This is an optimization exercise on Yosys and OpenROAD, whose aim is small area, not a production implementation. Function was checked by simulation only, so behaviour that the tests miss may differ from the original.

==> design.v <==
package nn_pkg;
    localparam int N_NEURONS = 4;
    localparam int N_INPUTS  = 4;
    localparam int DW        = 8;
    localparam int P_PER_NEURON = N_INPUTS + 2;
    localparam int P_BYTES      = N_NEURONS * P_PER_NEURON;
    typedef enum logic [1:0] {
        LOAD_X  = 2'd0,
        LOAD_P  = 2'd1,
        COMPUTE = 2'd2,
        DONE    = 2'd3
    } state_t;
endpackage
module nn_fa (
    input  logic a,
    input  logic b,
    input  logic c,
    output logic s,
    output logic co
);
    assign s  = a ^ b ^ c;
    assign co = (a & b) | (c & (a ^ b));
endmodule
module nn_mo3 (
    input  logic a,
    input  logic b,
    input  logic c,
    output logic m,
    output logic o
);
    assign m = (a & b) | (a & c) | (b & c);
    assign o = a | b | c;
endmodule
module nn_ha (
    input  logic a,
    input  logic b,
    output logic s,
    output logic co
);
    assign s  = a ^ b;
    assign co = a & b;
endmodule
module nn_neuron (
    input  logic [31:0] xn_flat,
    input  logic [31:0] wn_flat,
    input  logic [7:0]  b,
    input  logic [7:0]  thn,
    output logic        fire
);
    logic [31:0] x_flat, w_flat;
    assign x_flat = ~xn_flat;
    assign w_flat = ~wn_flat;
    logic [3:0] hi;
    generate
        for (genvar gi = 0; gi < 4; gi++) begin : g_hi
            logic [7:1] wsuf;
            assign wsuf[7] = w_flat[gi*8+7];
            for (genvar k = 6; k >= 1; k--) begin : g_suf
                assign wsuf[k] = wsuf[k+1] | w_flat[gi*8+k];
            end
            assign hi[gi] = (x_flat[gi*8+1] & wsuf[7]) | (x_flat[gi*8+2] & wsuf[6])
                          | (x_flat[gi*8+3] & wsuf[5]) | (x_flat[gi*8+4] & wsuf[4])
                          | (x_flat[gi*8+5] & wsuf[3]) | (x_flat[gi*8+6] & wsuf[2])
                          | (x_flat[gi*8+7] & wsuf[1]);
        end
    endgenerate
    logic pp1, pp2, pp3, pp4, pp5, pp6, pp7, pp8, pp9, pp10, pp11, pp12;
    logic pp13, pp14, pp15, pp16, pp17, pp18, pp19, pp20, pp21, q22, adj23, q24;
    logic pp25, pp26, pp27, pp28, pp29, pp30, pp31, pp32, pp33, pp34, pp35, pp36;
    logic pp37, pp38, pp39, pp40, pp41, pp42, pp43, pp44, pp45, q46, adj47, q48;
    logic pp49, pp50, pp51, pp52, pp53, pp54, pp55, pp56, pp57, pp58, pp59, pp60;
    logic pp61, pp62, pp63, pp64, pp65, pp66, pp67, pp68, pp69, q70, adj71, q72;
    logic pp73, pp74, pp75, pp76, pp77, pp78, pp79, pp80, pp81, pp82, pp83, pp84;
    logic pp85, pp86, pp87, pp88, pp89, pp90, pp91, pp92, pp93, q94, adj95, q96;
    logic c98, s97, c100, s99, c102, c104, s103, c106, s105, c108, s107, c110;
    logic s109, c112, s111, c114, c116, s115, c118, s117, c120, s119, c122, s121;
    logic c124, s123, c126, s125, c128, s127, c130, s129, c132, s131, c134, c136;
    logic s135, c138, s137, c140, s139, c142, s141, c144, s143, c146, s145, c148;
    logic s147, c150, s149, c152, s151, c154, s153, c156, s155, c158, s157, c160;
    logic s159, c162, c164, s163, c166, s165, c168, s167, c170, s169, c172, s171;
    logic c174, s173, c176, s175, c178, s177, c180, s179, c182, s181, c184, s183;
    logic c186, s185, c188, s187, c190, s189, c192, s191, c194, s193, c196, s195;
    logic c198, c200, s199, c202, s201, c204, s203, c206, s205, c208, s207, c210;
    logic s209, c212, s211, c214, s213, c216, s215, c218, s217, c220, s219, c222;
    logic s221, c224, s223, c226, s225, c228, s227, c230, s229, c232, s231, c234;
    logic s233, c236, s235, c238, s237, c240, s239, c242, c244, s243, c246, s245;
    logic c248, s247, c250, s249, c252, s251, c254, s253, c256, s255, c258, s257;
    logic c260, s259, c262, s261, c264, s263, c266, s265, c268, s267, c270, o271;
    logic m272, o273, m274, o275, m276, o277, m278, o279, m280, o281, m282, o283;
    logic m284, o285, m286, o287, m288, o289, m290;
    assign pp1 = ~(xn_flat[0] | wn_flat[0]);
    assign pp2 = ~(xn_flat[1] | wn_flat[0]);
    assign pp3 = ~(xn_flat[2] | wn_flat[0]);
    assign pp4 = ~(xn_flat[3] | wn_flat[0]);
    assign pp5 = ~(xn_flat[4] | wn_flat[0]);
    assign pp6 = ~(xn_flat[5] | wn_flat[0]);
    assign pp7 = ~(xn_flat[0] | wn_flat[1]);
    assign pp8 = ~(xn_flat[1] | wn_flat[1]);
    assign pp9 = ~(xn_flat[2] | wn_flat[1]);
    assign pp10 = ~(xn_flat[3] | wn_flat[1]);
    assign pp11 = ~(xn_flat[4] | wn_flat[1]);
    assign pp12 = ~(xn_flat[0] | wn_flat[2]);
    assign pp13 = ~(xn_flat[1] | wn_flat[2]);
    assign pp14 = ~(xn_flat[2] | wn_flat[2]);
    assign pp15 = ~(xn_flat[3] | wn_flat[2]);
    assign pp16 = ~(xn_flat[0] | wn_flat[3]);
    assign pp17 = ~(xn_flat[1] | wn_flat[3]);
    assign pp18 = ~(xn_flat[2] | wn_flat[3]);
    assign pp19 = ~(xn_flat[0] | wn_flat[4]);
    assign pp20 = ~(xn_flat[1] | wn_flat[4]);
    assign pp21 = ~(xn_flat[0] | wn_flat[5]);
    assign q22 = ~(xn_flat[6] | wn_flat[0]) | ~(xn_flat[5] | wn_flat[1]) | ~(xn_flat[4] | wn_flat[2]) | ~(xn_flat[3] | wn_flat[3]) | ~(xn_flat[2] | wn_flat[4]) | ~(xn_flat[1] | wn_flat[5]) | ~(xn_flat[0] | wn_flat[6]);
    assign adj23 = ~(xn_flat[6] | wn_flat[0] | xn_flat[5] | wn_flat[1]) | ~(xn_flat[5] | wn_flat[1] | xn_flat[4] | wn_flat[2]) | ~(xn_flat[4] | wn_flat[2] | xn_flat[3] | wn_flat[3]) | ~(xn_flat[3] | wn_flat[3] | xn_flat[2] | wn_flat[4]) | ~(xn_flat[2] | wn_flat[4] | xn_flat[1] | wn_flat[5]) | ~(xn_flat[1] | wn_flat[5] | xn_flat[0] | wn_flat[6]);
    assign q24 = ~(xn_flat[7] | wn_flat[0]) | ~(xn_flat[6] | wn_flat[1]) | ~(xn_flat[5] | wn_flat[2]) | ~(xn_flat[4] | wn_flat[3]) | ~(xn_flat[3] | wn_flat[4]) | ~(xn_flat[2] | wn_flat[5]) | ~(xn_flat[1] | wn_flat[6]) | ~(xn_flat[0] | wn_flat[7]);
    assign pp25 = ~(xn_flat[8] | wn_flat[8]);
    assign pp26 = ~(xn_flat[9] | wn_flat[8]);
    assign pp27 = ~(xn_flat[10] | wn_flat[8]);
    assign pp28 = ~(xn_flat[11] | wn_flat[8]);
    assign pp29 = ~(xn_flat[12] | wn_flat[8]);
    assign pp30 = ~(xn_flat[13] | wn_flat[8]);
    assign pp31 = ~(xn_flat[8] | wn_flat[9]);
    assign pp32 = ~(xn_flat[9] | wn_flat[9]);
    assign pp33 = ~(xn_flat[10] | wn_flat[9]);
    assign pp34 = ~(xn_flat[11] | wn_flat[9]);
    assign pp35 = ~(xn_flat[12] | wn_flat[9]);
    assign pp36 = ~(xn_flat[8] | wn_flat[10]);
    assign pp37 = ~(xn_flat[9] | wn_flat[10]);
    assign pp38 = ~(xn_flat[10] | wn_flat[10]);
    assign pp39 = ~(xn_flat[11] | wn_flat[10]);
    assign pp40 = ~(xn_flat[8] | wn_flat[11]);
    assign pp41 = ~(xn_flat[9] | wn_flat[11]);
    assign pp42 = ~(xn_flat[10] | wn_flat[11]);
    assign pp43 = ~(xn_flat[8] | wn_flat[12]);
    assign pp44 = ~(xn_flat[9] | wn_flat[12]);
    assign pp45 = ~(xn_flat[8] | wn_flat[13]);
    assign q46 = ~(xn_flat[14] | wn_flat[8]) | ~(xn_flat[13] | wn_flat[9]) | ~(xn_flat[12] | wn_flat[10]) | ~(xn_flat[11] | wn_flat[11]) | ~(xn_flat[10] | wn_flat[12]) | ~(xn_flat[9] | wn_flat[13]) | ~(xn_flat[8] | wn_flat[14]);
    assign adj47 = ~(xn_flat[14] | wn_flat[8] | xn_flat[13] | wn_flat[9]) | ~(xn_flat[13] | wn_flat[9] | xn_flat[12] | wn_flat[10]) | ~(xn_flat[12] | wn_flat[10] | xn_flat[11] | wn_flat[11]) | ~(xn_flat[11] | wn_flat[11] | xn_flat[10] | wn_flat[12]) | ~(xn_flat[10] | wn_flat[12] | xn_flat[9] | wn_flat[13]) | ~(xn_flat[9] | wn_flat[13] | xn_flat[8] | wn_flat[14]);
    assign q48 = ~(xn_flat[15] | wn_flat[8]) | ~(xn_flat[14] | wn_flat[9]) | ~(xn_flat[13] | wn_flat[10]) | ~(xn_flat[12] | wn_flat[11]) | ~(xn_flat[11] | wn_flat[12]) | ~(xn_flat[10] | wn_flat[13]) | ~(xn_flat[9] | wn_flat[14]) | ~(xn_flat[8] | wn_flat[15]);
    assign pp49 = ~(xn_flat[16] | wn_flat[16]);
    assign pp50 = ~(xn_flat[17] | wn_flat[16]);
    assign pp51 = ~(xn_flat[18] | wn_flat[16]);
    assign pp52 = ~(xn_flat[19] | wn_flat[16]);
    assign pp53 = ~(xn_flat[20] | wn_flat[16]);
    assign pp54 = ~(xn_flat[21] | wn_flat[16]);
    assign pp55 = ~(xn_flat[16] | wn_flat[17]);
    assign pp56 = ~(xn_flat[17] | wn_flat[17]);
    assign pp57 = ~(xn_flat[18] | wn_flat[17]);
    assign pp58 = ~(xn_flat[19] | wn_flat[17]);
    assign pp59 = ~(xn_flat[20] | wn_flat[17]);
    assign pp60 = ~(xn_flat[16] | wn_flat[18]);
    assign pp61 = ~(xn_flat[17] | wn_flat[18]);
    assign pp62 = ~(xn_flat[18] | wn_flat[18]);
    assign pp63 = ~(xn_flat[19] | wn_flat[18]);
    assign pp64 = ~(xn_flat[16] | wn_flat[19]);
    assign pp65 = ~(xn_flat[17] | wn_flat[19]);
    assign pp66 = ~(xn_flat[18] | wn_flat[19]);
    assign pp67 = ~(xn_flat[16] | wn_flat[20]);
    assign pp68 = ~(xn_flat[17] | wn_flat[20]);
    assign pp69 = ~(xn_flat[16] | wn_flat[21]);
    assign q70 = ~(xn_flat[22] | wn_flat[16]) | ~(xn_flat[21] | wn_flat[17]) | ~(xn_flat[20] | wn_flat[18]) | ~(xn_flat[19] | wn_flat[19]) | ~(xn_flat[18] | wn_flat[20]) | ~(xn_flat[17] | wn_flat[21]) | ~(xn_flat[16] | wn_flat[22]);
    assign adj71 = ~(xn_flat[22] | wn_flat[16] | xn_flat[21] | wn_flat[17]) | ~(xn_flat[21] | wn_flat[17] | xn_flat[20] | wn_flat[18]) | ~(xn_flat[20] | wn_flat[18] | xn_flat[19] | wn_flat[19]) | ~(xn_flat[19] | wn_flat[19] | xn_flat[18] | wn_flat[20]) | ~(xn_flat[18] | wn_flat[20] | xn_flat[17] | wn_flat[21]) | ~(xn_flat[17] | wn_flat[21] | xn_flat[16] | wn_flat[22]);
    assign q72 = ~(xn_flat[23] | wn_flat[16]) | ~(xn_flat[22] | wn_flat[17]) | ~(xn_flat[21] | wn_flat[18]) | ~(xn_flat[20] | wn_flat[19]) | ~(xn_flat[19] | wn_flat[20]) | ~(xn_flat[18] | wn_flat[21]) | ~(xn_flat[17] | wn_flat[22]) | ~(xn_flat[16] | wn_flat[23]);
    assign pp73 = ~(xn_flat[24] | wn_flat[24]);
    assign pp74 = ~(xn_flat[25] | wn_flat[24]);
    assign pp75 = ~(xn_flat[26] | wn_flat[24]);
    assign pp76 = ~(xn_flat[27] | wn_flat[24]);
    assign pp77 = ~(xn_flat[28] | wn_flat[24]);
    assign pp78 = ~(xn_flat[29] | wn_flat[24]);
    assign pp79 = ~(xn_flat[24] | wn_flat[25]);
    assign pp80 = ~(xn_flat[25] | wn_flat[25]);
    assign pp81 = ~(xn_flat[26] | wn_flat[25]);
    assign pp82 = ~(xn_flat[27] | wn_flat[25]);
    assign pp83 = ~(xn_flat[28] | wn_flat[25]);
    assign pp84 = ~(xn_flat[24] | wn_flat[26]);
    assign pp85 = ~(xn_flat[25] | wn_flat[26]);
    assign pp86 = ~(xn_flat[26] | wn_flat[26]);
    assign pp87 = ~(xn_flat[27] | wn_flat[26]);
    assign pp88 = ~(xn_flat[24] | wn_flat[27]);
    assign pp89 = ~(xn_flat[25] | wn_flat[27]);
    assign pp90 = ~(xn_flat[26] | wn_flat[27]);
    assign pp91 = ~(xn_flat[24] | wn_flat[28]);
    assign pp92 = ~(xn_flat[25] | wn_flat[28]);
    assign pp93 = ~(xn_flat[24] | wn_flat[29]);
    assign q94 = ~(xn_flat[30] | wn_flat[24]) | ~(xn_flat[29] | wn_flat[25]) | ~(xn_flat[28] | wn_flat[26]) | ~(xn_flat[27] | wn_flat[27]) | ~(xn_flat[26] | wn_flat[28]) | ~(xn_flat[25] | wn_flat[29]) | ~(xn_flat[24] | wn_flat[30]);
    assign adj95 = ~(xn_flat[30] | wn_flat[24] | xn_flat[29] | wn_flat[25]) | ~(xn_flat[29] | wn_flat[25] | xn_flat[28] | wn_flat[26]) | ~(xn_flat[28] | wn_flat[26] | xn_flat[27] | wn_flat[27]) | ~(xn_flat[27] | wn_flat[27] | xn_flat[26] | wn_flat[28]) | ~(xn_flat[26] | wn_flat[28] | xn_flat[25] | wn_flat[29]) | ~(xn_flat[25] | wn_flat[29] | xn_flat[24] | wn_flat[30]);
    assign q96 = ~(xn_flat[31] | wn_flat[24]) | ~(xn_flat[30] | wn_flat[25]) | ~(xn_flat[29] | wn_flat[26]) | ~(xn_flat[28] | wn_flat[27]) | ~(xn_flat[27] | wn_flat[28]) | ~(xn_flat[26] | wn_flat[29]) | ~(xn_flat[25] | wn_flat[30]) | ~(xn_flat[24] | wn_flat[31]);
    nn_fa u_s97 (.a(pp1), .b(pp25), .c(pp49), .s(s97), .co(c98));
    nn_fa u_s99 (.a(pp73), .b(b[0]), .c(thn[0]), .s(s99), .co(c100));
    assign c102 = s97 & s99;
    nn_fa u_s103 (.a(pp2), .b(pp7), .c(pp26), .s(s103), .co(c104));
    nn_fa u_s105 (.a(pp31), .b(pp50), .c(pp55), .s(s105), .co(c106));
    nn_fa u_s107 (.a(pp74), .b(pp79), .c(b[1]), .s(s107), .co(c108));
    nn_fa u_s109 (.a(thn[1]), .b(c98), .c(c100), .s(s109), .co(c110));
    nn_fa u_s111 (.a(s103), .b(s105), .c(s107), .s(s111), .co(c112));
    assign c114 = (c102 & s109) | (c102 & s111) | (s109 & s111);
    nn_fa u_s115 (.a(pp3), .b(pp8), .c(pp12), .s(s115), .co(c116));
    nn_fa u_s117 (.a(pp27), .b(pp32), .c(pp36), .s(s117), .co(c118));
    nn_fa u_s119 (.a(pp51), .b(pp56), .c(pp60), .s(s119), .co(c120));
    nn_fa u_s121 (.a(pp75), .b(pp80), .c(pp84), .s(s121), .co(c122));
    nn_fa u_s123 (.a(b[2]), .b(thn[2]), .c(c104), .s(s123), .co(c124));
    nn_fa u_s125 (.a(c106), .b(c108), .c(s115), .s(s125), .co(c126));
    nn_fa u_s127 (.a(s117), .b(s119), .c(s121), .s(s127), .co(c128));
    nn_fa u_s129 (.a(c110), .b(c112), .c(s123), .s(s129), .co(c130));
    nn_fa u_s131 (.a(s125), .b(s127), .c(c114), .s(s131), .co(c132));
    assign c134 = s129 & s131;
    nn_fa u_s135 (.a(pp4), .b(pp9), .c(pp13), .s(s135), .co(c136));
    nn_fa u_s137 (.a(pp16), .b(pp28), .c(pp33), .s(s137), .co(c138));
    nn_fa u_s139 (.a(pp37), .b(pp40), .c(pp52), .s(s139), .co(c140));
    nn_fa u_s141 (.a(pp57), .b(pp61), .c(pp64), .s(s141), .co(c142));
    nn_fa u_s143 (.a(pp76), .b(pp81), .c(pp85), .s(s143), .co(c144));
    nn_fa u_s145 (.a(pp88), .b(b[3]), .c(thn[3]), .s(s145), .co(c146));
    nn_fa u_s147 (.a(c116), .b(c118), .c(c120), .s(s147), .co(c148));
    nn_fa u_s149 (.a(c122), .b(s135), .c(s137), .s(s149), .co(c150));
    nn_fa u_s151 (.a(s139), .b(s141), .c(s143), .s(s151), .co(c152));
    nn_fa u_s153 (.a(s145), .b(c124), .c(c126), .s(s153), .co(c154));
    nn_fa u_s155 (.a(c128), .b(s147), .c(s149), .s(s155), .co(c156));
    nn_fa u_s157 (.a(s151), .b(c130), .c(s153), .s(s157), .co(c158));
    nn_fa u_s159 (.a(s155), .b(c132), .c(s157), .s(s159), .co(c160));
    assign c162 = c134 & s159;
    nn_fa u_s163 (.a(pp5), .b(pp10), .c(pp14), .s(s163), .co(c164));
    nn_fa u_s165 (.a(pp17), .b(pp19), .c(pp29), .s(s165), .co(c166));
    nn_fa u_s167 (.a(pp34), .b(pp38), .c(pp41), .s(s167), .co(c168));
    nn_fa u_s169 (.a(pp43), .b(pp53), .c(pp58), .s(s169), .co(c170));
    nn_fa u_s171 (.a(pp62), .b(pp65), .c(pp67), .s(s171), .co(c172));
    nn_fa u_s173 (.a(pp77), .b(pp82), .c(pp86), .s(s173), .co(c174));
    nn_fa u_s175 (.a(pp89), .b(pp91), .c(b[4]), .s(s175), .co(c176));
    nn_fa u_s177 (.a(thn[4]), .b(c136), .c(c138), .s(s177), .co(c178));
    nn_fa u_s179 (.a(c140), .b(c142), .c(c144), .s(s179), .co(c180));
    nn_fa u_s181 (.a(c146), .b(s163), .c(s165), .s(s181), .co(c182));
    nn_fa u_s183 (.a(s167), .b(s169), .c(s171), .s(s183), .co(c184));
    nn_fa u_s185 (.a(s173), .b(s175), .c(c148), .s(s185), .co(c186));
    nn_fa u_s187 (.a(c150), .b(c152), .c(s177), .s(s187), .co(c188));
    nn_fa u_s189 (.a(s179), .b(s181), .c(s183), .s(s189), .co(c190));
    nn_fa u_s191 (.a(c154), .b(c156), .c(s185), .s(s191), .co(c192));
    nn_fa u_s193 (.a(s187), .b(s189), .c(c158), .s(s193), .co(c194));
    nn_fa u_s195 (.a(s191), .b(c160), .c(s193), .s(s195), .co(c196));
    assign c198 = c162 & s195;
    nn_fa u_s199 (.a(pp6), .b(pp11), .c(pp15), .s(s199), .co(c200));
    nn_fa u_s201 (.a(pp18), .b(pp20), .c(pp21), .s(s201), .co(c202));
    nn_fa u_s203 (.a(pp30), .b(pp35), .c(pp39), .s(s203), .co(c204));
    nn_fa u_s205 (.a(pp42), .b(pp44), .c(pp45), .s(s205), .co(c206));
    nn_fa u_s207 (.a(pp54), .b(pp59), .c(pp63), .s(s207), .co(c208));
    nn_fa u_s209 (.a(pp66), .b(pp68), .c(pp69), .s(s209), .co(c210));
    nn_fa u_s211 (.a(pp78), .b(pp83), .c(pp87), .s(s211), .co(c212));
    nn_fa u_s213 (.a(pp90), .b(pp92), .c(pp93), .s(s213), .co(c214));
    nn_fa u_s215 (.a(b[5]), .b(thn[5]), .c(c164), .s(s215), .co(c216));
    nn_fa u_s217 (.a(c166), .b(c168), .c(c170), .s(s217), .co(c218));
    nn_fa u_s219 (.a(c172), .b(c174), .c(c176), .s(s219), .co(c220));
    nn_fa u_s221 (.a(s199), .b(s201), .c(s203), .s(s221), .co(c222));
    nn_fa u_s223 (.a(s205), .b(s207), .c(s209), .s(s223), .co(c224));
    nn_fa u_s225 (.a(s211), .b(s213), .c(c178), .s(s225), .co(c226));
    nn_fa u_s227 (.a(c180), .b(c182), .c(c184), .s(s227), .co(c228));
    nn_fa u_s229 (.a(s215), .b(s217), .c(s219), .s(s229), .co(c230));
    nn_fa u_s231 (.a(s221), .b(s223), .c(c186), .s(s231), .co(c232));
    nn_fa u_s233 (.a(c188), .b(c190), .c(s225), .s(s233), .co(c234));
    nn_fa u_s235 (.a(s227), .b(s229), .c(c192), .s(s235), .co(c236));
    nn_fa u_s237 (.a(s231), .b(s233), .c(c194), .s(s237), .co(c238));
    nn_fa u_s239 (.a(s235), .b(c196), .c(s237), .s(s239), .co(c240));
    assign c242 = c198 & s239;
    nn_fa u_s243 (.a(q22), .b(q46), .c(q70), .s(s243), .co(c244));
    nn_fa u_s245 (.a(q94), .b(b[6]), .c(thn[6]), .s(s245), .co(c246));
    nn_fa u_s247 (.a(c200), .b(c202), .c(c204), .s(s247), .co(c248));
    nn_fa u_s249 (.a(c206), .b(c208), .c(c210), .s(s249), .co(c250));
    nn_fa u_s251 (.a(c212), .b(c214), .c(s243), .s(s251), .co(c252));
    nn_fa u_s253 (.a(s245), .b(c216), .c(c218), .s(s253), .co(c254));
    nn_fa u_s255 (.a(c220), .b(c222), .c(c224), .s(s255), .co(c256));
    nn_fa u_s257 (.a(s247), .b(s249), .c(s251), .s(s257), .co(c258));
    nn_fa u_s259 (.a(c226), .b(c228), .c(c230), .s(s259), .co(c260));
    nn_fa u_s261 (.a(s253), .b(s255), .c(s257), .s(s261), .co(c262));
    nn_fa u_s263 (.a(c232), .b(c234), .c(s259), .s(s263), .co(c264));
    nn_fa u_s265 (.a(s261), .b(c236), .c(s263), .s(s265), .co(c266));
    nn_fa u_s267 (.a(c238), .b(s265), .c(c240), .s(s267), .co(c268));
    assign c270 = c242 & s267;
    nn_mo3 u_m272 (.a(q24), .b(q48), .c(q72), .m(m272), .o(o271));
    nn_mo3 u_m274 (.a(q96), .b(b[7]), .c(thn[7]), .m(m274), .o(o273));
    nn_mo3 u_m276 (.a(c244), .b(c246), .c(o271), .m(m276), .o(o275));
    nn_mo3 u_m278 (.a(o273), .b(c248), .c(c250), .m(m278), .o(o277));
    nn_mo3 u_m280 (.a(c252), .b(o275), .c(c254), .m(m280), .o(o279));
    nn_mo3 u_m282 (.a(c256), .b(c258), .c(o277), .m(m282), .o(o281));
    nn_mo3 u_m284 (.a(c260), .b(c262), .c(o279), .m(m284), .o(o283));
    nn_mo3 u_m286 (.a(o281), .b(c264), .c(o283), .m(m286), .o(o285));
    nn_mo3 u_m288 (.a(c266), .b(o285), .c(c268), .m(m288), .o(o287));
    assign m290 = c270 & o287;
    assign o289 = c270 | o287;
    assign fire = (|hi) | m272 | m274 | m276 | m278 | m280 | m282 | m284 | m286 | m288 | m290 | adj23 | adj47 | adj71 | adj95;
endmodule
module nn_half (
    input  logic [15:0] xn_flat,
    input  logic [15:0] wn_flat,
    input  logic [7:0]  e1,
    input  logic [7:0]  e2,
    output logic [7:0]  s,
    output logic        ge
);
    logic [15:0] x_flat, w_flat;
    assign x_flat = ~xn_flat;
    assign w_flat = ~wn_flat;
    logic [1:0] hi;
    generate
        for (genvar gi = 0; gi < 2; gi++) begin : g_hi
            logic [7:1] wsuf;
            assign wsuf[7] = w_flat[gi*8+7];
            for (genvar k = 6; k >= 1; k--) begin : g_suf
                assign wsuf[k] = wsuf[k+1] | w_flat[gi*8+k];
            end
            assign hi[gi] = (x_flat[gi*8+1] & wsuf[7]) | (x_flat[gi*8+2] & wsuf[6])
                          | (x_flat[gi*8+3] & wsuf[5]) | (x_flat[gi*8+4] & wsuf[4])
                          | (x_flat[gi*8+5] & wsuf[3]) | (x_flat[gi*8+6] & wsuf[2])
                          | (x_flat[gi*8+7] & wsuf[1]);
        end
    endgenerate
    logic pp1, pp2, pp3, pp4, pp5, pp6, pp7, pp8, pp9, pp10, pp11, pp12;
    logic pp13, pp14, pp15, pp16, pp17, pp18, pp19, pp20, pp21, q22, adj23, q24;
    logic pp25, pp26, pp27, pp28, pp29, pp30, pp31, pp32, pp33, pp34, pp35, pp36;
    logic pp37, pp38, pp39, pp40, pp41, pp42, pp43, pp44, pp45, q46, adj47, q48;
    logic c50, s49, c52, s51, c54, s53, c56, s55, c58, s57, c60, s59;
    logic c62, s61, c64, s63, c66, s65, c68, s67, c70, s69, c72, s71;
    logic c74, s73, c76, s75, c78, s77, c80, s79, c82, s81, c84, s83;
    logic c86, s85, c88, s87, c90, s89, c92, s91, c94, s93, c96, s95;
    logic c98, s97, c100, s99, c102, s101, c104, s103, c106, s105, c108, s107;
    logic c110, s109, c112, s111, c114, s113, c116, s115, c118, s117, c120, s119;
    logic c122, s121, c124, s123, c126, s125, c128, s127, c130, s129, c132, s131;
    logic c134, s133, c136, s135, c138, s137, c140, s139, c142, s141, c144, s143;
    logic c146, s145, c148, s147, c150, s149, c152, s151, c154, s153, c156, s155;
    logic c158, s157, c160, s159;
    assign pp1 = ~(xn_flat[0] | wn_flat[0]);
    assign pp2 = ~(xn_flat[1] | wn_flat[0]);
    assign pp3 = ~(xn_flat[2] | wn_flat[0]);
    assign pp4 = ~(xn_flat[3] | wn_flat[0]);
    assign pp5 = ~(xn_flat[4] | wn_flat[0]);
    assign pp6 = ~(xn_flat[5] | wn_flat[0]);
    assign pp7 = ~(xn_flat[0] | wn_flat[1]);
    assign pp8 = ~(xn_flat[1] | wn_flat[1]);
    assign pp9 = ~(xn_flat[2] | wn_flat[1]);
    assign pp10 = ~(xn_flat[3] | wn_flat[1]);
    assign pp11 = ~(xn_flat[4] | wn_flat[1]);
    assign pp12 = ~(xn_flat[0] | wn_flat[2]);
    assign pp13 = ~(xn_flat[1] | wn_flat[2]);
    assign pp14 = ~(xn_flat[2] | wn_flat[2]);
    assign pp15 = ~(xn_flat[3] | wn_flat[2]);
    assign pp16 = ~(xn_flat[0] | wn_flat[3]);
    assign pp17 = ~(xn_flat[1] | wn_flat[3]);
    assign pp18 = ~(xn_flat[2] | wn_flat[3]);
    assign pp19 = ~(xn_flat[0] | wn_flat[4]);
    assign pp20 = ~(xn_flat[1] | wn_flat[4]);
    assign pp21 = ~(xn_flat[0] | wn_flat[5]);
    assign q22 = ~(xn_flat[6] | wn_flat[0]) | ~(xn_flat[5] | wn_flat[1]) | ~(xn_flat[4] | wn_flat[2]) | ~(xn_flat[3] | wn_flat[3]) | ~(xn_flat[2] | wn_flat[4]) | ~(xn_flat[1] | wn_flat[5]) | ~(xn_flat[0] | wn_flat[6]);
    assign adj23 = ~(xn_flat[6] | wn_flat[0] | xn_flat[5] | wn_flat[1]) | ~(xn_flat[5] | wn_flat[1] | xn_flat[4] | wn_flat[2]) | ~(xn_flat[4] | wn_flat[2] | xn_flat[3] | wn_flat[3]) | ~(xn_flat[3] | wn_flat[3] | xn_flat[2] | wn_flat[4]) | ~(xn_flat[2] | wn_flat[4] | xn_flat[1] | wn_flat[5]) | ~(xn_flat[1] | wn_flat[5] | xn_flat[0] | wn_flat[6]);
    assign q24 = ~(xn_flat[7] | wn_flat[0]) | ~(xn_flat[6] | wn_flat[1]) | ~(xn_flat[5] | wn_flat[2]) | ~(xn_flat[4] | wn_flat[3]) | ~(xn_flat[3] | wn_flat[4]) | ~(xn_flat[2] | wn_flat[5]) | ~(xn_flat[1] | wn_flat[6]) | ~(xn_flat[0] | wn_flat[7]);
    assign pp25 = ~(xn_flat[8] | wn_flat[8]);
    assign pp26 = ~(xn_flat[9] | wn_flat[8]);
    assign pp27 = ~(xn_flat[10] | wn_flat[8]);
    assign pp28 = ~(xn_flat[11] | wn_flat[8]);
    assign pp29 = ~(xn_flat[12] | wn_flat[8]);
    assign pp30 = ~(xn_flat[13] | wn_flat[8]);
    assign pp31 = ~(xn_flat[8] | wn_flat[9]);
    assign pp32 = ~(xn_flat[9] | wn_flat[9]);
    assign pp33 = ~(xn_flat[10] | wn_flat[9]);
    assign pp34 = ~(xn_flat[11] | wn_flat[9]);
    assign pp35 = ~(xn_flat[12] | wn_flat[9]);
    assign pp36 = ~(xn_flat[8] | wn_flat[10]);
    assign pp37 = ~(xn_flat[9] | wn_flat[10]);
    assign pp38 = ~(xn_flat[10] | wn_flat[10]);
    assign pp39 = ~(xn_flat[11] | wn_flat[10]);
    assign pp40 = ~(xn_flat[8] | wn_flat[11]);
    assign pp41 = ~(xn_flat[9] | wn_flat[11]);
    assign pp42 = ~(xn_flat[10] | wn_flat[11]);
    assign pp43 = ~(xn_flat[8] | wn_flat[12]);
    assign pp44 = ~(xn_flat[9] | wn_flat[12]);
    assign pp45 = ~(xn_flat[8] | wn_flat[13]);
    assign q46 = ~(xn_flat[14] | wn_flat[8]) | ~(xn_flat[13] | wn_flat[9]) | ~(xn_flat[12] | wn_flat[10]) | ~(xn_flat[11] | wn_flat[11]) | ~(xn_flat[10] | wn_flat[12]) | ~(xn_flat[9] | wn_flat[13]) | ~(xn_flat[8] | wn_flat[14]);
    assign adj47 = ~(xn_flat[14] | wn_flat[8] | xn_flat[13] | wn_flat[9]) | ~(xn_flat[13] | wn_flat[9] | xn_flat[12] | wn_flat[10]) | ~(xn_flat[12] | wn_flat[10] | xn_flat[11] | wn_flat[11]) | ~(xn_flat[11] | wn_flat[11] | xn_flat[10] | wn_flat[12]) | ~(xn_flat[10] | wn_flat[12] | xn_flat[9] | wn_flat[13]) | ~(xn_flat[9] | wn_flat[13] | xn_flat[8] | wn_flat[14]);
    assign q48 = ~(xn_flat[15] | wn_flat[8]) | ~(xn_flat[14] | wn_flat[9]) | ~(xn_flat[13] | wn_flat[10]) | ~(xn_flat[12] | wn_flat[11]) | ~(xn_flat[11] | wn_flat[12]) | ~(xn_flat[10] | wn_flat[13]) | ~(xn_flat[9] | wn_flat[14]) | ~(xn_flat[8] | wn_flat[15]);
    nn_fa u_s49 (.a(pp1), .b(pp25), .c(e1[0]), .s(s49), .co(c50));
    nn_ha u_s51 (.a(e2[0]), .b(s49), .s(s51), .co(c52));
    nn_fa u_s53 (.a(pp2), .b(pp7), .c(pp26), .s(s53), .co(c54));
    nn_fa u_s55 (.a(pp31), .b(e1[1]), .c(e2[1]), .s(s55), .co(c56));
    nn_fa u_s57 (.a(c50), .b(s53), .c(s55), .s(s57), .co(c58));
    nn_ha u_s59 (.a(c52), .b(s57), .s(s59), .co(c60));
    nn_fa u_s61 (.a(pp3), .b(pp8), .c(pp12), .s(s61), .co(c62));
    nn_fa u_s63 (.a(pp27), .b(pp32), .c(pp36), .s(s63), .co(c64));
    nn_fa u_s65 (.a(e1[2]), .b(e2[2]), .c(c54), .s(s65), .co(c66));
    nn_fa u_s67 (.a(c56), .b(s61), .c(s63), .s(s67), .co(c68));
    nn_fa u_s69 (.a(c58), .b(s65), .c(s67), .s(s69), .co(c70));
    nn_ha u_s71 (.a(c60), .b(s69), .s(s71), .co(c72));
    nn_fa u_s73 (.a(pp4), .b(pp9), .c(pp13), .s(s73), .co(c74));
    nn_fa u_s75 (.a(pp16), .b(pp28), .c(pp33), .s(s75), .co(c76));
    nn_fa u_s77 (.a(pp37), .b(pp40), .c(e1[3]), .s(s77), .co(c78));
    nn_fa u_s79 (.a(e2[3]), .b(c62), .c(c64), .s(s79), .co(c80));
    nn_fa u_s81 (.a(s73), .b(s75), .c(s77), .s(s81), .co(c82));
    nn_fa u_s83 (.a(c66), .b(c68), .c(s79), .s(s83), .co(c84));
    nn_fa u_s85 (.a(s81), .b(c70), .c(s83), .s(s85), .co(c86));
    nn_ha u_s87 (.a(c72), .b(s85), .s(s87), .co(c88));
    nn_fa u_s89 (.a(pp5), .b(pp10), .c(pp14), .s(s89), .co(c90));
    nn_fa u_s91 (.a(pp17), .b(pp19), .c(pp29), .s(s91), .co(c92));
    nn_fa u_s93 (.a(pp34), .b(pp38), .c(pp41), .s(s93), .co(c94));
    nn_fa u_s95 (.a(pp43), .b(e1[4]), .c(e2[4]), .s(s95), .co(c96));
    nn_fa u_s97 (.a(c74), .b(c76), .c(c78), .s(s97), .co(c98));
    nn_fa u_s99 (.a(s89), .b(s91), .c(s93), .s(s99), .co(c100));
    nn_fa u_s101 (.a(s95), .b(c80), .c(c82), .s(s101), .co(c102));
    nn_fa u_s103 (.a(s97), .b(s99), .c(c84), .s(s103), .co(c104));
    nn_fa u_s105 (.a(s101), .b(c86), .c(s103), .s(s105), .co(c106));
    nn_ha u_s107 (.a(c88), .b(s105), .s(s107), .co(c108));
    nn_fa u_s109 (.a(pp6), .b(pp11), .c(pp15), .s(s109), .co(c110));
    nn_fa u_s111 (.a(pp18), .b(pp20), .c(pp21), .s(s111), .co(c112));
    nn_fa u_s113 (.a(pp30), .b(pp35), .c(pp39), .s(s113), .co(c114));
    nn_fa u_s115 (.a(pp42), .b(pp44), .c(pp45), .s(s115), .co(c116));
    nn_fa u_s117 (.a(e1[5]), .b(e2[5]), .c(c90), .s(s117), .co(c118));
    nn_fa u_s119 (.a(c92), .b(c94), .c(c96), .s(s119), .co(c120));
    nn_fa u_s121 (.a(s109), .b(s111), .c(s113), .s(s121), .co(c122));
    nn_fa u_s123 (.a(s115), .b(c98), .c(c100), .s(s123), .co(c124));
    nn_fa u_s125 (.a(s117), .b(s119), .c(s121), .s(s125), .co(c126));
    nn_fa u_s127 (.a(c102), .b(s123), .c(s125), .s(s127), .co(c128));
    nn_fa u_s129 (.a(c104), .b(s127), .c(c106), .s(s129), .co(c130));
    nn_ha u_s131 (.a(c108), .b(s129), .s(s131), .co(c132));
    nn_fa u_s133 (.a(q22), .b(q46), .c(e1[6]), .s(s133), .co(c134));
    nn_fa u_s135 (.a(e2[6]), .b(c110), .c(c112), .s(s135), .co(c136));
    nn_fa u_s137 (.a(c114), .b(c116), .c(s133), .s(s137), .co(c138));
    nn_fa u_s139 (.a(c118), .b(c120), .c(c122), .s(s139), .co(c140));
    nn_fa u_s141 (.a(s135), .b(s137), .c(c124), .s(s141), .co(c142));
    nn_fa u_s143 (.a(c126), .b(s139), .c(c128), .s(s143), .co(c144));
    nn_fa u_s145 (.a(s141), .b(s143), .c(c130), .s(s145), .co(c146));
    nn_ha u_s147 (.a(c132), .b(s145), .s(s147), .co(c148));
    nn_fa u_s149 (.a(q24), .b(q48), .c(e1[7]), .s(s149), .co(c150));
    nn_fa u_s151 (.a(e2[7]), .b(c134), .c(s149), .s(s151), .co(c152));
    nn_fa u_s153 (.a(c136), .b(c138), .c(s151), .s(s153), .co(c154));
    nn_fa u_s155 (.a(c140), .b(s153), .c(c142), .s(s155), .co(c156));
    nn_fa u_s157 (.a(c144), .b(s155), .c(c146), .s(s157), .co(c158));
    nn_ha u_s159 (.a(c148), .b(s157), .s(s159), .co(c160));
    assign s  = {s159, s147, s131, s107, s87, s71, s59, s51};
    assign ge = (|hi) | c150 | c152 | c154 | c156 | c158 | c160 | adj23 | adj47;
endmodule
module neural_network (
    input  logic        clk,
    input  logic        reset,
    input  logic        changes,
    input  logic [7:0]  data_in,
    output logic [7:0]  network_outputs
);
    nn_pkg::state_t state_reg;
    logic           changes_q_reg;
    logic [31:0]    xn_sr_reg;      
    logic [191:0]   p_sr_reg;
    logic [2:0]     x_cnt_reg;
    logic [4:0]     p_cnt_reg;
    logic           f3_q_reg;
    logic           f1_q_reg;
    logic [8:0]     h_q_reg;
    logic [3:0]     out_reg;
    logic chg_rise, in_p, in_c, shift_x, shift_p;
    assign chg_rise = changes & ~changes_q_reg;
    assign in_p     = (state_reg == nn_pkg::LOAD_P);
    assign in_c     = (state_reg == nn_pkg::COMPUTE);
    assign shift_x  = (state_reg == nn_pkg::LOAD_X) & ~changes;
    assign shift_p  = in_p & ~changes;
    function automatic logic gt_const(input logic [4:0] c, input int k);
        gt_const = 1'b0;
        for (int b = 0; b < 5; b++)
            gt_const = ((k >> b) & 1) ? (c[b] & gt_const) : (c[b] | gt_const);
    endfunction
    logic [23:0] p_ok;
    logic [3:0]  x_ok;
    generate
        for (genvar k = 0; k < 24; k++) begin : g_pok
            assign p_ok[k] = gt_const(p_cnt_reg, k);
        end
        for (genvar k = 0; k < 4; k++) begin : g_xok
            assign x_ok[k] = gt_const({2'b00, x_cnt_reg}, k);
        end
    endgenerate
    function automatic logic [7:0] lane(input int k);
        lane = p_sr_reg[k*8 +: 8];
    endfunction
    logic sa, sb, sc;
    assign sa = in_p & ~changes;
    assign sb = in_p &  changes;
    assign sc = in_c;
    logic [31:0] f_wn;
    logic [7:0]  f_b, f_th;
    logic        f_fire;
    generate
        for (genvar i = 0; i < 4; i++) begin : g_fw
            logic ma, mb, mc;
            assign ma = sa & x_ok[i] & p_ok[17+i];
            assign mb = sb & x_ok[i] & p_ok[6+i];
            assign mc = sc & x_ok[i] & p_ok[12+i];
            assign f_wn[i*8 +: 8] = ~((lane(17+i) & {8{ma}}) | (lane(6+i) & {8{mb}})
                                    | (lane(12+i) & {8{mc}}));
        end
    endgenerate
    assign f_b  = (lane(21) & {8{sa & p_ok[21]}}) | (lane(10) & {8{sb & p_ok[10]}})
                | (lane(16) & {8{sc & p_ok[16]}});
    assign f_th = (lane(22) & {8{sa & p_ok[22]}}) | (lane(11) & {8{sb & p_ok[11]}})
                | (lane(17) & {8{sc & p_ok[17]}});
    nn_neuron u_f (
        .xn_flat (xn_sr_reg),
        .wn_flat (f_wn),
        .b       (f_b),
        .thn     (~f_th),
        .fire   (f_fire)
    );
    logic [15:0] h_xn, h_wn;
    logic [7:0]  h_e1, h_e2, h_s;
    logic        h_ge;
    generate
        for (genvar i = 0; i < 2; i++) begin : g_hw
            logic m0, m1;
            assign m0 = ~in_c & x_ok[i]   & p_ok[i];
            assign m1 =  in_c & x_ok[i+2] & p_ok[i+2];
            assign h_wn[i*8 +: 8] = ~((lane(i) & {8{m0}}) | (lane(i+2) & {8{m1}}));
            assign h_xn[i*8 +: 8] = in_c ? xn_sr_reg[(i+2)*8 +: 8] : xn_sr_reg[i*8 +: 8];
        end
    endgenerate
    assign h_e1 = in_c ? h_q_reg[7:0] : (lane(4) & {8{p_ok[4]}});
    assign h_e2 = in_c ? 8'h00 : ~(lane(5) & {8{p_ok[5]}});
    nn_half u_h (
        .xn_flat (h_xn),
        .wn_flat (h_wn),
        .e1     (h_e1),
        .e2     (h_e2),
        .s      (h_s),
        .ge     (h_ge)
    );
    assign network_outputs = {4'b0000, out_reg};
    always_ff @(posedge clk) begin
        if (shift_x)
            xn_sr_reg <= {xn_sr_reg[23:0], ~data_in};
        if (shift_p) begin
            p_sr_reg <= {p_sr_reg[183:0], data_in};
            f3_q_reg <= f_fire;
        end
        f1_q_reg <= f_fire;
        h_q_reg  <= {h_ge, h_s};
    end
    always_ff @(posedge clk or posedge reset) begin
        if (reset) begin
            state_reg     <= nn_pkg::LOAD_X;
            changes_q_reg <= 1'b0;
            x_cnt_reg     <= '0;
            p_cnt_reg     <= '0;
            out_reg       <= '0;
        end else begin
            changes_q_reg <= changes;
            if (shift_x && x_cnt_reg != 3'd4)
                x_cnt_reg <= x_cnt_reg + 3'd1;
            if (shift_p && p_cnt_reg != 5'd24)
                p_cnt_reg <= p_cnt_reg + 5'd1;
            case (state_reg)
                nn_pkg::LOAD_X:  if (chg_rise) state_reg <= nn_pkg::LOAD_P;
                nn_pkg::LOAD_P:  if (chg_rise) state_reg <= nn_pkg::COMPUTE;
                nn_pkg::COMPUTE: begin
                    out_reg   <= {f3_q_reg, f_fire, f1_q_reg, h_q_reg[8] | h_ge};
                    state_reg <= nn_pkg::DONE;
                end
                default:         if (chg_rise) state_reg <= nn_pkg::LOAD_X;
            endcase
        end
    end
endmodule
==> flow/run.sh <==
#!/bin/bash
# Standard ORFS flow (the standard.sh) with two layout options:
#  - port buffers of the smallest buffer cell
#  - CTS without dummy loads
set -euo pipefail
bash standard.sh \
  "BUFFER_PORTS_ARGS=-buffer_cell sky130_fd_sc_hd__buf_1" \
  "CTS_ARGS=-sink_clustering_enable -repair_clock_nets -sink_clustering_size 10 -sink_clustering_max_diameter 40 -buf_list sky130_fd_sc_hd__clkbuf_4 -dont_use_dummy_load" \
  finish > standard.log 2>&1
==> standard.sh <==
#!/bin/bash
# synth_recipe.tcl (not shown) runs the flow's synth.tcl, then flattens the netlist and writes it again
# the make line also repeats each setting of config.mk as NAME=value (left out here)
make -C /OpenROAD-flow-scripts/flow DESIGN_CONFIG=/design/flow/config.mk WORK_HOME=/design/flow/orfs CLKGATE_MAP_FILE= SYNTH_SCRIPT=/design/flow/synth_recipe.tcl "${@:-finish}"
==> config.mk <==
export PLATFORM = sky130hd
export DESIGN_NAME = neural_network
export DESIGN_NICKNAME = neural_network
export VERILOG_FILES = /design/flow/design.v
export SDC_FILE = /design/flow/constraint.sdc
export NUM_CORES = 4
export LEC_CHECK = 0
export CAP_MARGIN = 20
export CORE_MARGIN = 2
export CORE_UTILIZATION = 60
export CTS_BUF_LIST = sky130_fd_sc_hd__clkbuf_8
export CTS_CLUSTER_DIAMETER = 60
export CTS_CLUSTER_SIZE = 16
export SLEW_MARGIN = 20
export SYNTH_HIERARCHICAL = 1
==> constraint.sdc <==
create_clock -name core_clock -period 10.0 [get_ports {clk}]
set_input_delay 2.0000 -clock core_clock [delete_from_list [all_inputs] [get_ports {clk}]]
set_output_delay 2.0000 -clock core_clock [all_outputs]
set_load 0.01 [all_outputs]
==> results of run 1 <==
[modules after synthesis, one instance, submodules excluded]
module | cells inside | cell area (um2) | flip-flops and latches
neural_network | 465 | 8870 | 242
nn_neuron | 220 | 1080 | 0
nn_half | 119 | 599 | 0
nn_fa | 1 | 20.0 | 0
nn_mo3 | 2 | 16.3 | 0
nn_ha | 1 | 12.5 | 0
[critical path, stage by stage]
cell      delay [ps]
buf_1            220
nand3b_2         390
nor3_2           530
a222oi_1         250
buf_4            220
nor2_1           150
fa_1             480
fa_1             440
fa_1             460
fa_1             490
fa_1             400
fa_1             440
fa_1             430
fa_1             400
maj3_1           360
or4_1            450
nor4_1           200
nand3_1          140
nor3_1           220
nand4_1          210
mux2_2           320
[routing by layer]
layer / global-route usage / up-vias / wire length (um) / part of all wire
met5: 0 / - / 0 / 0
met4: 0.155 / 0 / 1950 / 0.053
met3: 0.0519 / 110 / 3040 / 0.083
met2: 0.524 / 517 / 17900 / 0.49
met1: 0.423 / 4464 / 13800 / 0.38
li1: - / 3694 / - / -
[Yosys cell counts (3+ instances only)]
master,number
a211oi_2,5
a21oi_1,28
a221o_1,8
a222oi_1,40
a22o_1,8
a22oi_1,22
a31oi_1,7
buf_2,16
buf_4,13
clkbuf_1,30
dfrtp_1,15
dfxtp_1,10
edfxtp_1,217
fa_1,128
ha_1,19
inv_1,25
maj3_1,9
mux2_2,22
nand2_1,15
nand2b_1,3
nand3_1,3
nand4_1,10
nor2_1,164
nor2b_1,5
nor3_1,5
nor3b_1,8
nor4_1,4
o21ai_0,7
o22ai_1,48
or3_1,13
or4_1,9
xnor2_1,4
[kinds of logic (layout without fill, tap and decap cells)]
family,Yosys count,in the layout
AOI/OAI and AO/OA,190,190
xor gates and xnor gates,4,4
adders and majority gates,156,156
buffers and inverters,85,117
DFF,242,242
muxes,23,23
other,1,5
and+or+nand+nor,257,257
[cell usage in the layout (no fill, tap or decap), drive strengths merged, types with 4 or more instances in the layout]
cell / count
nand4: 10
xnor2: 4
or4: 10
nor3: 7
or3: 13
buf: 57
inv: 25
a22oi: 22
maj3: 9
nor4: 5
o21ai: 7
fa: 128
conb: 4
a221o: 8
a211oi: 7
ha: 19
clkbuf: 35
nor3b: 9
nor2b: 5
a21oi: 30
a22o: 8
nor2: 166
mux2: 22
dfxtp: 10
a31oi: 7
a222oi: 40
o22ai: 48
edfxtp: 217
nand2: 15
dfrtp: 15
[per-stage QoR]
| stage | hold slack [ps] | setup slack, ps | std cells | instance area, um2 |
|---|---|---|---|---|
| 2_1_floorplan | 418 | 1690 | 961 | 13400 |
| 3_3_place_gp | 428 | 856 | 1238 | 13800 |
| 3_5_place_dp | 434 | 726 | 1238 | 13800 |
| 4_1_cts | 274 | 1290 | 1273 | 14100 |
| 5_1_grt | 278 | 907 | 1274 | 14100 |
| 6_report | 283 | 1230 | 1274 | 14100 |
[area by class of cell]
class | instances | area [um2] | area share
inverter | 25 | 93.8 | 0.00666
clock buffer | 35 | 263 | 0.0186
tap | 280 | 350 | 0.0249
antenna | 1 | 2.50 | 0.000178
multi-input combinational | 634 | 5900 | 0.419
timing repair buffer | 57 | 388 | 0.0275
sequential | 242 | 7090 | 0.503
[worst max path at each step]
stage / from / end / slack (ps) / depth (start not counted)
floorplan: changes / out_reg[2]$_DFFE_PP0P_ / 1690 / 20
global placement: changes / out_reg[2]$_DFFE_PP0P_ / 860 / 21
detailed placement: changes / out_reg[2]$_DFFE_PP0P_ / 730 / 21
CTS: changes / out_reg[2]$_DFFE_PP0P_ / 1290 / 21
global route: changes / out_reg[2]$_DFFE_PP0P_ / 910 / 21
finish: changes / out_reg[2]$_DFFE_PP0P_ / 1230 / 21
==> flow_metrics.py, run 1 <==
metrics = {
    "synthesis": {
        "syn_inst": 958,
        "synth_top_cell_area_share": 0.488,
        "synthFlopType": "edfxtp_1",
        "synth_seq_cells": 242,
        "synth_edf_count": 217,
        "ys_top_cells_by_area": "edfxtp_1 (49%), fa_1 (19%), nor2_1 (4.6%), a222oi_1 (3.0%), dfrtp_1 (2.8%)",
        "synth_compound_area_frac": 0.109,
        "yosys_warnings": 7,
        "yosys-mux-area-fraction": 0.0193,
        "synth.distinct_cells": 61,
        "syn_area_um2": 13400,
        "ys_async_sr_fraction": 0.0620,
        "synth_largest_area_cell": "edfxtp_1",
        "avgSynthCellArea_um2": 13.9,
        "synth_fa_ha_area_frac": 0.216,
        "ys_seq_area_frac": 0.531,
        "synth-simple-area-share": 0.0918,
        "synth_top_family_by_area": "adder cells",
        "synth_xor_area_frac": 0.00262,
    },
    "cts": {
        "cts.path.max_buffers": 3,
        "clk_latency_ps": 660,
        "cts_setup_buffers": 0,
        "cts_tree": "built",
        "clk_pin_slew_ps": 100,
        "cts_hold_buffers": 0,
        "cts_root_buffer": "clkbuf_4",
        "numClockSinks": 242,
        "cts_resized": 0,
        "cts_made_buffers": 35,
        "cts_htree_levels": 2,
    },
    "layout": {
        "fin_nets": 1153,
        "layout-drive-gt1-share": 0.126,
        "largest_register_ffs": 184,
        "n_fill_cell": 1617,
        "syn_to_final_growth_pct": 5.53,
        "post-route-util": 0.646,
    },
    "global_route": {
        "grt_max_degree": 191,
        "grt_pass1_wl_um": 55400,
        "grt_pass1_vias": 9212,
        "antenna_found_initial": 1,
        "track_usage": 0.320,
        "gr-total-overflow": 0,
    },
    "route": {
        "wl_um": 36600,
        "vias_per_cell": 6.90,
        "routedWlPerCell_um": 28.7,
        "drc": 0,
        "dr.first_iter.drc_count": 966,
        "vias": 8785,
        "firstDrtPassIters": 8,
        "ant_nets": 0,
    },
    "sta": {
        "fin_crit_sh": 0.877,
        "relSlewSlack": 0.168,
        "grt_setup_unrepaired": "false",
        "fin_setup_tns_ps": 0,
        "hold_viol_final": 0,
        "worstMarginPinSlew_ps": 1250,
        "fmax_mhz": 114,
        "final-setup-viol-count": 0,
        "fin_worst_skew_ps": 164,
        "fin_crit_ps": 8770,
        "drv_slew": 0,
    },
    "critical_path": {
        "crit_path_end_kind": "register",
        "cp_data_arrival_time_ps": 9200,
        "critPathLaunchType": "input pin",
        "r2r_slack_ps": 1790,
        "critical_path_class": "input pin to register",
        "r2r-end": "out_reg[0]$_DFFE_PP0P_",
        "reg2reg_depth": 22,
        "path_max_fanout": 8,
        "crit_required_ps": 10420,
        "reg2reg_from": "p_cnt_reg[2]$_DFFE_PP0P_",
    },
    "flow_run": {
        "cap_violations": 0,
    },
    "min_path": {
        "hp-class": "register to register",
        "hp-start": "p_sr_reg[57]$_DFFE_PN_",
        "whs_path_depth": 0,
        "hold_end": "p_sr_reg[65]$_DFFE_PN_",
    },
    "die": {
        "die_x_um": 153,
        "dieArea_um2": 23500,
        "io-pin-count": 19,
        "die_h_um": 153,
        "coreArea_um2": 21800,
        "rows": 54,
        "initial_utilization": 0.612,
    },
    "placed_design": {
        "portBuffers": 14,
        "dp_hpwl_um": 27500,
        "gp_congestion": 1.04,
    },
    "status": {
        "status": "finished clean",
    },
}
==> run 2: changes to the inputs <==
--- a/config.mk
+++ b/config.mk
@@ -8,8 +8,6 @@
 export CAP_MARGIN = 20
 export CORE_MARGIN = 2
-export CORE_UTILIZATION = 60
-export CTS_BUF_LIST = sky130_fd_sc_hd__clkbuf_8
-export CTS_CLUSTER_DIAMETER = 60
-export CTS_CLUSTER_SIZE = 16
+export CORE_UTILIZATION = 40
+export GPL_ROUTABILITY_DRIVEN = 0
 export SLEW_MARGIN = 20
 export SYNTH_HIERARCHICAL = 1
==> run 2 against run 1 <==
Compared with the run above:
- final cell count up 12%
- via count down 2.6%
- wire length shrank 3.7%
- area after synthesis unchanged
- non-clock buffer count is 5 lower
- critical path type unchanged
- highest routed layer unchanged
- global-route usage fell by 12 points
- cell area is 1.4% higher
- die area rose by 49%
- hold slack better by 120 ps
==> flow_metrics.py, run 2 <==
metrics = {
    "global_route": {
        "grt_pass1_wl_um": 53300,
        "track_usage": 0.204,
        "gr-total-overflow": 0,
        "grt_max_degree": 154,
        "antenna_found_initial": 3,
        "grt_pass1_vias": 8978,
    },
    "layout": {
        "final_common_cell": "edfxtp_1",
        "layout-drive-gt1-share": 0.123,
        "multi_input_area_um2": 5910,
        "syn_to_final_growth_pct": 7.00,
        "design_area_um2": 14300,
        "regArea_um2": 7090,
        "fin_cells": 1432,
        "fin_nets": 1149,
        "largest_register_ffs": 184,
        "layout_common_cells": "edfxtp_1 (217), nor2_1 (164), fa_1 (128)",
        "n_fill_cell": 3045,
    },
    "placed_design": {
        "dp_hpwl_um": 26200,
        "dpl_cell_area_um2": 14000,
        "portBuffers": 14,
        "dp.cells": 1394,
    },
    "cts": {
        "cts_hold_buffers": 0,
        "cts_setup_buffers": 0,
        "numClockSinks": 242,
        "cts_made_buffers": 36,
        "cts_root_buffer": "clkbuf_4",
        "cts_resized": 0,
        "cts_htree_levels": 2,
        "clk_pin_slew_ps": 100,
        "cts.path.max_buffers": 3,
        "clk_latency_ps": 640,
        "cts_tree": "built",
    },
    "sta": {
        "fin_worst_skew_ps": 87.2,
        "holdWs_ps": 408,
        "drv_slew": 0,
        "hold_viol_final": 0,
        "fmax_mhz": 116,
        "fin_crit_ps": 8600,
        "grt_setup_unrepaired": "false",
        "fin_setup_tns_ps": 0,
        "relSlewSlack": 0.300,
        "fin_crit_sh": 0.860,
        "worstMarginPinSlew_ps": 1050,
        "final-setup-viol-count": 0,
    },
    "route": {
        "routedWlPerCell_um": 24.6,
        "vias_per_cell": 5.98,
        "dr.first_iter.drc_count": 1288,
        "drc": 0,
        "wl_um": 35300,
        "firstDrtPassIters": 6,
        "ant_nets": 0,
        "vias": 8559,
    },
    "critical_path": {
        "crit_required_ps": 10490,
        "cp_common_cell": "fa_1",
        "critical_path_class": "input pin to register",
        "critPathLaunchType": "input pin",
        "path_cells": "buf_1, buf_4, o211ai_2, nor2_1, a222oi_1, buf_4, nor2_1, fa_1, fa_1, fa_1, fa_1, fa_1, fa_1, fa_1, fa_1, maj3_1, or4_1, nor4_1, nand3_1, nor3_1, nand4_1, mux2_2",
        "cp_num_buf_inv": 3,
        "critical-path-max-stage-delay_ps": 580,
        "path_max_fanout": 8,
        "cp_top_family": "adder cells",
        "crit_path_end_kind": "register",
        "slowest_stage": "a222oi_1",
        "cp_data_arrival_time_ps": 9080,
    },
    "die": {
        "die_h_um": 187,
        "initial_utilization": 0.408,
        "dieArea_um2": 34900,
        "io-pin-count": 19,
        "rows": 66,
        "coreArea_um2": 32700,
        "die_x_um": 187,
    },
    "synthesis": {
        "synth_top_cell_area_share": 0.488,
        "syn_area_um2": 13400,
        "avgSynthCellArea_um2": 13.9,
        "synth_seq_cells": 242,
        "synth_common_cells": "edfxtp_1 (217), nor2_1 (164), fa_1 (128)",
        "ys_async_sr_fraction": 0.0620,
        "synth_largest_area_cell": "edfxtp_1",
        "yosys_warnings": 7,
        "synth_edf_count": 217,
        "synth.distinct_cells": 61,
        "synthFlopType": "edfxtp_1",
        "yosysMostFrequentCell": "edfxtp_1",
        "ys_seq_area_frac": 0.531,
        "ys_top_cells_by_area": "edfxtp_1 (49%), fa_1 (19%), nor2_1 (4.6%), a222oi_1 (3.0%), dfrtp_1 (2.8%)",
        "syn_inst": 958,
    },
    "flow_run": {
        "cap_violations": 0,
    },
    "min_path": {
        "hp-class": "register to register",
    },
    "status": {
        "status": "finished clean",
    },
}
-- run 2: cell counts after synthesis --
Identical to the previous run, type by type.
-- run 2: path summary, 6_finish.rpt --
kind                                          startpoint                  endpoint  slack, ps  cells after the start
worst max-delay path                             changes    out_reg[2]$_DFFE_PP0P_       1400                     22
worst min register to register    p_sr_reg[24]$_DFFE_PN_    p_sr_reg[32]$_DFFE_PN_        410                      0
worst min-delay path              p_sr_reg[24]$_DFFE_PN_    p_sr_reg[32]$_DFFE_PN_        410                      0
min in group asynchronous                          reset  p_cnt_reg[2]$_DFFE_PP0P_       1390                      2
max in group asynchronous                          reset    out_reg[0]$_DFFE_PP0P_       8120                      2
worst max register to register  p_cnt_reg[2]$_DFFE_PP0P_    out_reg[0]$_DFFE_PP0P_       1850                     22
-- run 2: layout make-up --
cell class	instances	share of cell area
clock buffers	36	0.0189
diodes	1	0.000175
well taps	442	0.0387
repair buffers	52	0.0259
inverters	25	0.00657
flip-flops and latches	242	0.496
multi-input cells	634	0.413
-- run 2: modules after synthesis (local to each module, per instance) --
module | cells | area, um2 | flip-flops and latches | copies in the design
neural_network | 465 | 8870 | 242 | 1
nn_neuron | 220 | 1080 | 0 | 1
nn_half | 119 | 599 | 0 | 1
nn_fa | 1 | 20.0 | 0 | 128
nn_mo3 | 2 | 16.3 | 0 | 9
nn_ha | 1 | 12.5 | 0 | 8
-- run 2: cells by family after synthesis --
logic type | after synthesis | share of synthesized area
buffers and inverters | 85 | 0.0290
other | 1 | 0.000281
adders and majority gates | 156 | 0.216
muxes | 23 | 0.0193
DFF | 242 | 0.531
AOI/OAI and AO/OA | 190 | 0.109
and+or+nand+nor | 257 | 0.0918
xor gates and xnor gates | 4 | 0.00262
-- run 2: metal layers --
metal	routed length (um)	vias up	global-route usage
met5	0	-	0
met3	3260	98	0.0504
met1	14400	4279	0.270
met4	1550	0	0.0919
met2	16000	492	0.318
li1	-	3690	-
-- run 2: through the flow --
stage	util	setup slack, ps
global placement	0.428	910
global route	0.437	1080
CTS	0.436	1400
floorplan	-	1690
detailed placement	0.428	775
finish	0.437	1400
==> run 3: changes to the inputs <==
--- a/config.mk
+++ b/config.mk
@@ -9,5 +9,5 @@
 export CORE_MARGIN = 2
 export CORE_UTILIZATION = 40
-export GPL_ROUTABILITY_DRIVEN = 0
+export PLACE_DENSITY = 0.7
 export SLEW_MARGIN = 20
 export SYNTH_HIERARCHICAL = 1
==> run 3 against run 2 <==
Compared with the run above:
- critical path depth shrank 1
- core utilization shrank 0.17 points
- via count grew 0.39%
- wire length grew 1.8%
- cell area shrank 0.38%
- critical endpoint unchanged
==> flow_metrics.py, run 3 <==
metrics = {
    "route": {
        "vias": 8592,
        "routedWlPerCell_um": 25.1,
        "ant_nets": 0,
        "vias_per_cell": 6.01,
        "dr.first_iter.drc_count": 1220,
        "drc": 0,
        "firstDrtPassIters": 6,
        "wl_um": 35900,
    },
    "sta": {
        "setup_ws_ps": 1350,
        "hold_viol_final": 0,
        "relSlewSlack": 0.189,
        "drv_slew": 0,
        "final-setup-viol-count": 0,
        "fin_crit_ps": 8650,
        "fmax_mhz": 116,
        "worstMarginPinSlew_ps": 1220,
        "fin_worst_skew_ps": 64.1,
        "grt_setup_unrepaired": "false",
        "fin_crit_sh": 0.865,
        "fin_setup_tns_ps": 0,
    },
    "die": {
        "die_x_um": 187,
        "coreArea_um2": 32700,
        "die_h_um": 187,
        "io-pin-count": 19,
        "dieArea_um2": 34900,
        "rows": 66,
        "initial_utilization": 0.408,
    },
    "synthesis": {
        "ys_top_cells_by_area": "edfxtp_1 (49%), fa_1 (19%), nor2_1 (4.6%), a222oi_1 (3.0%), dfrtp_1 (2.8%)",
        "syn_area_um2": 13400,
        "synth_top_cell_area_share": 0.488,
        "syn_inst": 958,
        "yosysMostFrequentCell": "edfxtp_1",
        "yosys_warnings": 7,
        "synth_edf_count": 217,
        "ys_async_sr_fraction": 0.0620,
        "synth_seq_cells": 242,
        "ys_seq_area_frac": 0.531,
        "synthFlopType": "edfxtp_1",
        "synth.distinct_cells": 61,
        "synth_common_cells": "edfxtp_1 (217), nor2_1 (164), fa_1 (128)",
        "synth_largest_area_cell": "edfxtp_1",
        "avgSynthCellArea_um2": 13.9,
    },
    "cts": {
        "cts_hold_buffers": 0,
        "clk_pin_slew_ps": 110,
        "cts_made_buffers": 31,
        "cts_root_buffer": "clkbuf_4",
        "cts_tree": "built",
        "numClockSinks": 242,
        "clk_latency_ps": 700,
        "cts_setup_buffers": 0,
        "cts_htree_levels": 1,
        "cts_resized": 0,
        "cts.path.max_buffers": 3,
    },
    "placed_design": {
        "pre_cts_ws_ps": 580,
        "portBuffers": 14,
        "dp_hpwl_um": 27400,
        "gp_congestion": 0.941,
    },
    "critical_path": {
        "path_max_fanout": 8,
        "r2r_slack_ps": 1420,
        "critical_path_class": "input pin to register",
        "critPathLaunchType": "input pin",
        "crit_path_end_kind": "register",
        "cp_data_arrival_time_ps": 9250,
        "crit_required_ps": 10600,
    },
    "global_route": {
        "grt_pass1_vias": 8959,
        "gr-total-overflow": 0,
        "grt_max_degree": 92,
        "grt_pass1_wl_um": 54900,
        "antenna_found_initial": 1,
        "track_usage": 0.208,
    },
    "status": {
        "status": "finished clean",
    },
    "layout": {
        "n_fill_cell": 2998,
        "layout-drive-gt1-share": 0.120,
        "fin_nets": 1146,
        "final_common_cell": "edfxtp_1",
        "layout_common_cells": "edfxtp_1 (217), nor2_1 (164), fa_1 (128)",
        "syn_to_final_growth_pct": 6.59,
        "largest_register_ffs": 184,
    },
    "flow_run": {
        "cap_violations": 0,
    },
    "min_path": {
        "hp-class": "register to register",
    },
}
==> run 3: modules after synthesis, one instance, submodules excluded <==
module          copies in the design  cells  cell area [um2]  flip-flops and latches
nn_fa                            128      1             20.0                       0
nn_half                            1    119              599                       0
nn_mo3                             9      2             16.3                       0
neural_network                     1    465             8870                     242
nn_ha                              8      1             12.5                       0
nn_neuron                          1    220             1080                       0
==> run 3: logic make-up after synthesis <==
logic type | Yosys count | synth area share
compound gates | 190 | 0.109
mux | 23 | 0.0193
buf+inv | 85 | 0.0290
xor+xnor | 4 | 0.00262
flops | 242 | 0.531
fa+ha+maj | 156 | 0.216
other cells | 1 | 0.000281
simple gates | 257 | 0.0918
==> run 3: final timing paths <==
path	cells past startpoint	endpoint	startpoint
setup / recovery	21	out_reg[2]$_DFFE_PP0P_	changes
hold / removal	0	p_sr_reg[92]$_DFFE_PN_	p_sr_reg[84]$_DFFE_PN_
setup reg to reg	22	out_reg[0]$_DFFE_PP0P_	p_cnt_reg[2]$_DFFE_PP0P_
hold reg to reg	0	p_sr_reg[92]$_DFFE_PN_	p_sr_reg[84]$_DFFE_PN_
max in group asynchronous	2	changes_q_reg$_DFF_PP0_	reset
min in group asynchronous	2	out_reg[2]$_DFFE_PP0P_	reset
==> run 3: per-layer routing <==
layer | part of all wire | vias to the layer above | track usage
met5 | 0 | - | 0
met4 | 0.029 | 0 | 0.0595
met3 | 0.091 | 66 | 0.0401
met2 | 0.47 | 468 | 0.332
met1 | 0.41 | 4382 | 0.290
li1 | - | 3676 | -
==> run 3: critical path, cell delays in order <==
cell      delay [ps]
buf_1            210
nand3b_2         390
a211oi_2         510
a222oi_1         210
buf_4            220
nor2_1           150
fa_1             470
fa_1             470
fa_1             440
fa_1             480
fa_1             410
fa_1             430
fa_1             420
fa_1             410
maj3_1           360
or4_1            440
nor4_1           210
nand3_1          140
nor3_1           370
nand4_1          190
mux2_2           300
==> run 3: layout make-up <==
cell class                      count  area, um2  share of cell area
Inverter                           25       93.8             0.00659
Sequential cell                   242       7090               0.498
Antenna cell                        1       2.50            0.000176
Tap cell                          442        553              0.0389
Multi-Input combinational cell    634       5900               0.415
Timing Repair Buffer               54        357              0.0251
Clock buffer                       31        233              0.0164
==> run 3: through the flow <==
| step | area, um2 | hold slack (ps) | utilization | cells |
|---|---|---|---|---|
| global placement | 14000 | 421 | 0.428 | 1397 |
| detailed placement | 14000 | 425 | 0.428 | 1397 |
| CTS | 14200 | 438 | 0.435 | 1428 |
| finish | 14200 | 438 | 0.435 | 1429 |
| global route | 14200 | 452 | 0.435 | 1429 |
| floorplan | 13400 | 418 | - | 961 |

static timing again, ports no longer ideal:
No port has a modelled driver above. Below, the same layouts with a new extraction and two added sets of constraints. Step 1, drivers: a clkbuf_16 drives clk and a buf_2 each remaining input, both assumed. Step 2 times the ports against the registers' clock, not the clock port: input delays grow and output delays shrink by t, the midpoint of the rising clock arrivals with the driver on. Slacks: ideal / step 1 / step 2; pairs: ideal / step 1.
| run | shift t [ns] | setup WS [ns] | worst setup path at the end | slew at the worst register clock pin (ns) |
|---|---|---|---|---|
| run 1 | 0.627 | 1.227 / 1.248 / 0.621 | input to register | 0.11 / 0.11 |
| run 2 | 0.645 | 1.404 / 1.426 / 0.781 | input to register | 0.11 / 0.11 |
| run 3 | 0.711 | 1.352 / 1.374 / 0.663 | input to register | 0.11 / 0.11 |
After both steps setup and hold are still met in every run listed. For run 3, which loses most, drivers alone change the setup slack by +0.022 ns; drivers and shift together by -0.689 ns.
